Context: an optimization exercise on an open-source flow, tuned for small area, a short achievable clock period and few clock cycles. The choices shown serve that exercise and are no tape-out recipe. The RTL was checked by simulation tests, not by an equivalence proof against the original design. Power is estimated from default activity; no workload was simulated.

==> flow/design.v (excerpt) <==
module pcpi_systolic_mmul #(
  parameter int N    = 3,
  parameter int DW   = 16,
  parameter int ACCW = 2*DW+$clog2(N)+1
) (
  input  logic        clk,
  input  logic        resetn,
  input  logic        pcpi_valid,
  input  logic [31:0] pcpi_insn,
  input  logic [31:0] pcpi_rs1,
  input  logic [31:0] pcpi_rs2,
  output logic        pcpi_wr,
  output logic [31:0] pcpi_rd,
  output logic        pcpi_wait,
  output logic        pcpi_ready
);
  localparam int NN = 9;
  localparam int PW = 33;
  logic [15:0]   a_m    [NN];
  logic [15:0]   b_m    [NN];
  logic [15:0]   thresh;
  logic [PW-1:0] cp     [NN];
  logic [PW-1:0] c_m    [NN];    
  logic          c_zero;         
  function automatic logic [31:0] sat32(input logic [PW-1:0] v);
    if (v[32] != v[31]) sat32 = v[32] ? 32'h8000_0000 : 32'h7fff_ffff;
    else                sat32 = v[31:0];
  endfunction
  function automatic logic [8:0] rot_row(input logic [8:0] x);
    rot_row = {x[7:6], x[8], x[4:3], x[5], x[1:0], x[2]};
  endfunction
  function automatic logic [8:0] rot_col(input logic [8:0] x);
    rot_col = {x[5:0], x[8:6]};
  endfunction
  logic [2:0] f3;
  logic       is_op, blocked;
  logic       f_write, f_read, f_run, f_clear, accept;
  assign f3      = pcpi_insn[14:12];
  assign is_op   = pcpi_valid && (pcpi_insn[6:0] == pcpi_mmul_pkg::OPC_CUSTOM0) && !blocked;
  assign f_write = is_op && (f3 == pcpi_mmul_pkg::F3_WRITE);
  assign f_read  = is_op && (f3 == pcpi_mmul_pkg::F3_READ);
  assign f_run   = is_op && (f3 == pcpi_mmul_pkg::F3_RUN);
  assign f_clear = is_op && (f3 == pcpi_mmul_pkg::F3_CLEAR);
  assign accept  = f_write || f_read || f_run || f_clear;
  logic [7:0] idx;
  logic [8:0] idx_oh;      
  logic       hi_zero, w_ok;
  assign idx     = pcpi_rs1[7:0];
  assign hi_zero = (pcpi_rs1[31:8] == '0);
  always_comb
    for (int k = 0; k < NN; k++) idx_oh[k] = (idx[3:0] == 4'(k));
  assign w_ok    = hi_zero && (((idx[7:6] != 2'b11) && (idx[5:4] == 2'b00) && (|idx_oh))
                               || (idx == pcpi_mmul_pkg::REG_THRESH));
  logic [PW-1:0] rd_raw;
  logic [31:0]   rd_val;
  always_comb begin
    rd_raw = '0;
    for (int k = 0; k < NN; k++)
      rd_raw = rd_raw | (c_m[k] & {PW{idx_oh[k]}});
    rd_val = sat32(rd_raw);
    if (idx[7:4] != 4'd0 || c_zero) rd_val = '0;
  end
  logic          rst_q;        
  logic          w_pend;       
  ...
Size in the first run: roughly 4000 cells after synthesis, about 1100 flip-flops.
==> flow/config.mk <==
export PLATFORM = sky130hd
export DESIGN_NAME = pcpi_systolic_mmul
export DESIGN_NICKNAME = pcpi_systolic_mmul
export VERILOG_FILES = /design/flow/design.v
export SDC_FILE = /design/flow/constraint.sdc
export NUM_CORES = 4
export LEC_CHECK = 0
export CAP_MARGIN = 20
export CORE_MARGIN = 2
export CORE_UTILIZATION = 55
export CTS_BUF_LIST = sky130_fd_sc_hd__clkbuf_16
export CTS_CLUSTER_DIAMETER = 60
export CTS_CLUSTER_SIZE = 26
export PLACE_DENSITY = 0.7
export SLEW_MARGIN = 20
==> flow/constraint.sdc <==
create_clock -name core_clock -period 14.0 [get_ports {clk}]
set_input_delay 2.8000 -clock core_clock [delete_from_list [all_inputs] [get_ports {clk}]]
set_output_delay 2.8000 -clock core_clock [all_outputs]
set_load 0.01 [all_outputs]
standard.sh (not shown) runs the stock make flow with config.mk's settings and CLKGATE_MAP_FILE= SYNTH_SCRIPT=/design/flow/synth_recipe.tcl, a recipe that flattens the netlist after the stock synthesis.
==> flow/flow/run.sh <==
#!/bin/bash
set -euo pipefail
export SETUP_SLACK_MARGIN=10.0
export BUFFER_PORTS_ARGS="-buffer_cell sky130_fd_sc_hd__buf_4"
bash standard.sh > standard.log 2>&1
The starting point produced a clean layout.
Testbench counts at the start, summed over its fixed seeds: cycles 19,035.
==> next run, changes <==
--- a/flow/flow/run.sh
+++ b/flow/flow/run.sh
@@ -3 +3 @@
-export SETUP_SLACK_MARGIN=10.0
+export SETUP_SLACK_MARGIN=9.8
- CORE_UTILIZATION: 55 -> 40
- CTS_CLUSTER_SIZE: 26 -> 20
- PLACE_DENSITY: 0.7 -> default
Result: The changed run produced a clean layout. Total power shrinks by 3.9%. Final area shrinks by about 3%. Via count shrinks by 4.8%. Cell count grows by about 6%.
==> next run, changes <==
--- a/flow/flow/run.sh
+++ b/flow/flow/run.sh
@@ -3 +3 @@
-export SETUP_SLACK_MARGIN=9.8
+export SETUP_SLACK_MARGIN=10.0
- CTS_CLUSTER_SIZE: 20 -> 26
Worst setup slack improves by 49 ps.
Cell area is higher by 5.8%.
Power climbs by about 4.6%.
Synthesized area does not change.

[static timing again, ports no longer ideal]
In the flow no input, the clock included, has a driving cell. The finished layouts below were timed again as built, in two steps.
Step 1, drivers: a clkbuf_16 drives clk and a buf_2 each remaining input, both assumed.
Step 2 moves the port delays by t, midway between the first and last clock arrival at a register: inputs arrive t later, outputs are due t later. That takes back most of the time a late clock gives input paths.
a / b / c = ideal / step 1 / step 2; a / b = the first two.
| run | t (ns) | slack for setup (ns) | hold WS [ns] | pins driven straight from the clock port |
|---|---|---|---|---|
| the first run | 0.766 | 9.637 / 9.575 / 8.809 | 0.480 / 0.480 / 0.480 | 1 |
| the second run | 0.779 | 9.797 / 9.704 / 8.925 | 0.500 / 0.500 / 0.500 | 1 |
| the third run | 0.788 | 9.846 / 9.711 / 8.923 | 0.471 / 0.471 / 0.471 | 1 |
After both steps every run listed still meets setup and hold. The setup slack of the third run, which loses most, moves by -0.135 ns with the drivers and by -0.923 ns with both steps.
